Background: an optimization exercise with open tools, aiming at small area, a short achievable clock period and few clock cycles per item. Do not read the settings as production practice.
Where RTL was checked, it was by simulation tests only, not by an equivalence proof against the original.

==> module eeg_dp, before the edit <==
module eeg_dp (
    input  logic        i_clk,
    input  logic [30:0] i_a,
    input  logic [30:0] i_b,
    input  logic        i_load,
    input  logic        i_go_up,
    input  logic        i_lvl0,
    input  logic [3:0]  i_ccmd,
    output logic        o_b_zero,
    output logic        o_rem_zero,
    output logic        o_ge1,
    output logic        o_ge2,
    output logic [94:0] o_rsp
);
    logic [30:0] r_r0, r_sr;
    logic [31:0] r_x0, r_sx, r_y0, r_sy;
    logic [31:0] w_dr;
    logic [31:0] w_dx, w_dy;
    logic        w_ge1;
    assign w_dr  = {1'b0, r_r0} - {1'b0, r_sr};
    assign w_ge1 = !w_dr[31];
    assign o_ge1 = w_ge1;
    assign o_ge2 = !r_sr[30] && (r_r0 >= {r_sr[29:0], 1'b0});
    always_ff @(posedge i_clk) begin
        if (i_load) begin
            r_r0 <= i_a;
            r_sr <= i_b;
        end else if (i_go_up) begin
            r_sr <= {r_sr[29:0], 1'b0};
        end else if (i_lvl0) begin
            r_r0 <= r_sr;
            r_sr <= w_ge1 ? w_dr[30:0] : r_r0;
        end else begin
            if (w_ge1) r_r0 <= w_dr[30:0];
            r_sr <= {1'b0, r_sr[30:1]};
        end
    end
    logic w_c_init, w_c_up, w_c_lvl0, w_c_sub;
    assign {w_c_init, w_c_up, w_c_lvl0, w_c_sub} = i_ccmd;
    assign w_dx = r_x0 - r_sx;
    assign w_dy = r_y0 - r_sy;
    always_ff @(posedge i_clk) begin
        if (w_c_init) begin
            r_x0 <= 32'd1;
            r_sx <= 32'd0;
            r_y0 <= 32'd0;
            r_sy <= 32'd1;
        end else if (w_c_up) begin
            r_sx <= {r_sx[30:0], 1'b0};
            r_sy <= {r_sy[30:0], 1'b0};
        end else if (w_c_lvl0) begin
            r_x0 <= r_sx;
            r_sx <= w_c_sub ? w_dx : r_x0;
            r_y0 <= r_sy;
            r_sy <= w_c_sub ? w_dy : r_y0;
        end else begin
            if (w_c_sub) begin
                r_x0 <= w_dx;
                r_y0 <= w_dy;
            end
            r_sx <= {r_sx[31], r_sx[31:1]};
            r_sy <= {r_sy[31], r_sy[31:1]};
        end
    end
    assign o_b_zero   = (i_b == 31'd0);
    assign o_rem_zero = (r_r0 == r_sr) || (r_r0 == 31'd0);
    assign o_rsp      = {r_x0, r_y0, r_r0};
endmodule
Settings: LEC_CHECK=0, CAP_MARGIN=20, CORE_MARGIN=2, CORE_UTILIZATION=40, SETUP_SLACK_MARGIN=4.5, SLEW_MARGIN=20; clock period 8.0 ns.
run.sh (not shown) runs the stock make flow with config.mk's settings and CLKGATE_MAP_FILE= SYNTH_SCRIPT=/design/flow/synth_recipe.tcl, a recipe that flattens the netlist after the stock synthesis.
The starting point finished with timing, DRC and antenna clean.
Testbench counts at the start, summed over its fixed seeds: cycles 69,827, items 1,200.
Edit:
--- a/flow/design.v
+++ b/flow/design.v
@@ -2,4 +2,31 @@
     localparam int OPERAND_W = 31;
     localparam int COEF_W    = 32;
+    function automatic logic [31:0] sub_bk(input logic [31:0] a, input logic [31:0] b);
+        logic [31:0] g, p, c, t;
+        logic [31:0] gg, pp;
+        int s, i;
+        t  = ~b;
+        g  = a & t;
+        p  = a ^ t;
+        gg = g;
+        pp = p;
+        for (s = 1; s < 32; s = s * 2) begin
+            for (i = 2 * s - 1; i < 32; i = i + 2 * s) begin
+                gg[i] = gg[i] | (pp[i] & gg[i - s]);
+                pp[i] = pp[i] & pp[i - s];
+            end
+        end
+        for (s = 8; s >= 1; s = s / 2) begin
+            for (i = 3 * s - 1; i < 32; i = i + 2 * s) begin
+                gg[i] = gg[i] | (pp[i] & gg[i - s]);
+                pp[i] = pp[i] & pp[i - s];
+            end
+        end
+        c[0] = 1'b1;
+        for (i = 1; i < 32; i = i + 1) begin
+            c[i] = gg[i - 1] | pp[i - 1];
+        end
+        sub_bk = p ^ c;
+    endfunction
 endpackage
 module eeg_ctrl (
@@ -115,6 +142,6 @@
     logic w_c_init, w_c_up, w_c_lvl0, w_c_sub;
     assign {w_c_init, w_c_up, w_c_lvl0, w_c_sub} = i_ccmd;
-    assign w_dx = r_x0 - r_sx;
-    assign w_dy = r_y0 - r_sy;
+    assign w_dx = eeg_pkg::sub_bk(r_x0, r_sx);
+    assign w_dy = eeg_pkg::sub_bk(r_y0, r_sy);
     always_ff @(posedge i_clk) begin
         if (w_c_init) begin
Result: The new run finished with timing, DRC and antenna clean; cell area is lower by a few percent; clock-buffer cell count decreases by 3; non-clock buffer count shrinks by 10; first-iteration DRC count went down by a little under a tenth; synthesized area drops by a few percent; worst setup slack is worse by 54 ps; cell count is lower by a little under a tenth; routed wire length came out lower by a few percent; synthesized cell count drops by a little under a tenth; utilization increases by 0.39 points; hold slack improves by 27 ps; clock skew is about the same.
Testbench counts after the change, summed over its fixed seeds: cycles 69,827, items 1,200.

* * *

v6:
extended_euclid_gcd_unit, a different RTL version from the one above (not shown whole).
Size in the first run: ~1900 cells after synthesis, ~160 I/O pins, about 15000 sq um of cells after synthesis.
==> module eeg_dp, before the edit <==
module eeg_dp (
    input  logic        i_clk,
    input  logic [30:0] i_a,
    input  logic [30:0] i_b,
    input  logic        i_idle,
    input  logic        i_up,
    input  logic        i_lvl0,
    input  logic [3:0]  i_ccmd,
    output logic        o_r1_zero,
    output logic        o_ge1,
    output logic        o_ge2,
    output logic [94:0] o_rsp
);
    logic [30:0] r_r0, r_sr;
    logic [31:0] r_x0, r_sx, r_y0, r_sy;
    logic [31:0] w_dr;
    logic [31:0] w_dx, w_dy;
    logic        w_ge1;
    assign w_dr  = {1'b0, r_r0} - {1'b0, r_sr};
    assign w_ge1 = !w_dr[31];
    assign o_ge1 = w_ge1;
    assign o_ge2 = !r_sr[30] && (r_r0 >= {r_sr[29:0], 1'b0});
    logic w_t, w_upt;
    assign w_t   = i_up ? o_ge2 : w_ge1;
    assign w_upt = i_up && w_t;
    always_ff @(posedge i_clk) begin
        if (i_idle) begin
            r_r0 <= i_a;
        end else if (i_lvl0) begin
            r_r0 <= w_upt ? r_r0 : r_sr;
        end else begin
            r_r0 <= (w_t ^ i_up) ? w_dr[30:0] : r_r0;
        end
        if (i_idle) begin
            r_sr <= i_b;
        end else if (w_upt) begin
            r_sr <= {r_sr[29:0], 1'b0};
        end else if (i_lvl0) begin
            r_sr <= w_ge1 ? w_dr[30:0] : r_r0;
        end else begin
            r_sr <= {1'b0, r_sr[30:1]};
        end
    end
    logic w_c_init, w_c_up, w_c_lvl0, w_c_sub;
    assign {w_c_init, w_c_up, w_c_lvl0, w_c_sub} = i_ccmd;
    assign w_dx = eeg_pkg::sub_bk(r_x0, r_sx);
    assign w_dy = eeg_pkg::sub_bk(r_y0, r_sy);
    always_ff @(posedge i_clk) begin
        if (w_c_init) begin
            r_x0 <= 32'd1;
            r_sx <= 32'd0;
            r_y0 <= 32'd0;
            r_sy <= 32'd1;
        end else if (w_c_up) begin
            r_sx <= {r_sx[30:0], 1'b0};
            r_sy <= {r_sy[30:0], 1'b0};
        end else if (w_c_lvl0) begin
            r_x0 <= r_sx;
            r_sx <= w_c_sub ? w_dx : r_x0;
            r_y0 <= r_sy;
            r_sy <= w_c_sub ? w_dy : r_y0;
        end else begin
            if (w_c_sub) begin
                r_x0 <= w_dx;
                r_y0 <= w_dy;
            end
            r_sx <= {r_sx[31], r_sx[31:1]};
            r_sy <= {r_sy[31], r_sy[31:1]};
        end
    end
    assign o_r1_zero  = (r_sr == 31'd0);
    assign o_rsp      = {r_x0, r_y0, r_r0};
endmodule
make LEC_CHECK=0 CAP_MARGIN=20 CORE_MARGIN=2 CORE_UTILIZATION=40 SETUP_SLACK_MARGIN=5 SLEW_MARGIN=20 finish   # period 8.0 ns
Testbench counts of v6, summed over its fixed seeds: cycles 69,827, items 1,200.
diff inputs: v6 => v7
==> flow/design.v, changed modules only <==
module eeg_dp (
    input  logic        i_clk,
    input  logic [30:0] i_a,
    input  logic [30:0] i_b,
    input  logic        i_idle,
    input  logic        i_up,
    input  logic        i_lvl0,
    input  logic [3:0]  i_ccmd,
    output logic        o_r1_zero,
    output logic        o_ge1,
    output logic        o_ge2,
    output logic [94:0] o_rsp
);
    logic [30:0] r_r0, r_sr;
    logic [30:0] r_x0, r_sx, r_y0, r_sy;
    logic        r_xneg, r_yneg;
    logic [31:0] w_dr;
    logic [31:0] w_dx, w_dy;
    logic        w_ge1;
    assign w_dr  = {1'b0, r_r0} - {1'b0, r_sr};
    assign w_ge1 = !w_dr[31];
    assign o_ge1 = w_ge1;
    assign o_ge2 = !r_sr[30] && (r_r0 >= {r_sr[29:0], 1'b0});
    logic w_t, w_upt;
    assign w_t   = i_up ? o_ge2 : w_ge1;
    assign w_upt = i_up && w_t;
    always_ff @(posedge i_clk) begin
        if (i_idle) begin
            r_r0 <= i_a;
        end else if (i_lvl0) begin
            r_r0 <= w_upt ? r_r0 : r_sr;
        end else begin
            r_r0 <= (w_t ^ i_up) ? w_dr[30:0] : r_r0;
        end
        if (i_idle) begin
            r_sr <= i_b;
        end else if (w_upt) begin
            r_sr <= {r_sr[29:0], 1'b0};
        end else if (i_lvl0) begin
            r_sr <= w_ge1 ? w_dr[30:0] : r_r0;
        end else begin
            r_sr <= {1'b0, r_sr[30:1]};
        end
    end
    logic w_c_init, w_c_up, w_c_lvl0, w_c_sub;
    assign {w_c_init, w_c_up, w_c_lvl0, w_c_sub} = i_ccmd;
    assign w_dx = eeg_pkg::sub_bk({1'b0, r_x0}, {1'b0, r_sx});
    assign w_dy = eeg_pkg::sub_bk({1'b0, r_y0}, {1'b0, r_sy});
    always_ff @(posedge i_clk) begin
        if (w_c_init) begin
            r_x0   <= 31'd1;
            r_sx   <= 31'd0;
            r_y0   <= 31'd0;
            r_sy   <= 31'd1;
            r_xneg <= 1'b0;
            r_yneg <= 1'b0;
        end else if (w_c_up) begin
            r_sx <= {r_sx[29:0], 1'b0};
            r_sy <= {r_sy[29:0], 1'b0};
        end else if (w_c_lvl0) begin
            r_x0   <= r_sx;
            r_sx   <= w_c_sub ? w_dx[30:0] : r_x0;
            r_y0   <= r_sy;
            r_sy   <= w_c_sub ? w_dy[30:0] : r_y0;
            r_xneg <= r_yneg;
            r_yneg <= !r_yneg;
        end else begin
            if (w_c_sub) begin
                r_x0 <= w_dx[30:0];
                r_y0 <= w_dy[30:0];
            end
            r_sx <= {r_xneg, r_sx[30:1]};
            r_sy <= {r_yneg, r_sy[30:1]};
        end
    end
    assign o_r1_zero  = (r_sr == 31'd0);
    assign o_rsp      = {r_x0[30], r_x0, r_y0[30], r_y0, r_r0};
endmodule
==> run notes <==
Number of routed nets with antenna violations came out exactly the same in v7 and v6. [compare] base=v6 new=v7: routed wire length moved up, required time of the worst setup path moved up, final worst setup slack moved down, via count level. v6 → v7: post-place instance area essentially unchanged; global-route usage increased 0.51 points; post-layout instance area decreased 120 sq um; critical path depth increased 10.
The RTL of v7 was laid out without a check of its function.

==> re-timing with driven ports <==
The results above use ideal ports. As a check the final layouts listed here were re-extracted and re-timed, cells and wires unchanged. Step 1 sets driving cells, clkbuf_16 on the clock port and buf_2 on the other inputs (assumed; they add their load-dependent delay and slew). Step 2 times the ports against the registers' clock, not the clock port: input delays grow and output delays shrink by t, the midpoint of the rising clock arrivals with the driver on. Three values: no drivers, after step 1, after step 2; two values: the first two.
run	shift t [ns]	setup WS [ns]	worst register clock-pin slew, ns	pins driven straight from the clock port
the first run of note 1	0.597	4.613 / 4.613 / 4.456	0.06 / 0.06	1
the second run of note 1	0.602	4.559 / 4.559 / 4.200	0.06 / 0.06	1
v6	0.611	4.919 / 4.867 / 4.839	0.06 / 0.06	1
v7	0.599	4.750 / 4.750 / 4.681	0.06 / 0.06	1
After both steps setup and hold are still met in every run listed. The setup slack of the second run of note 1, which loses most, moves by 0.000 ns with the drivers and by -0.359 ns with both steps.
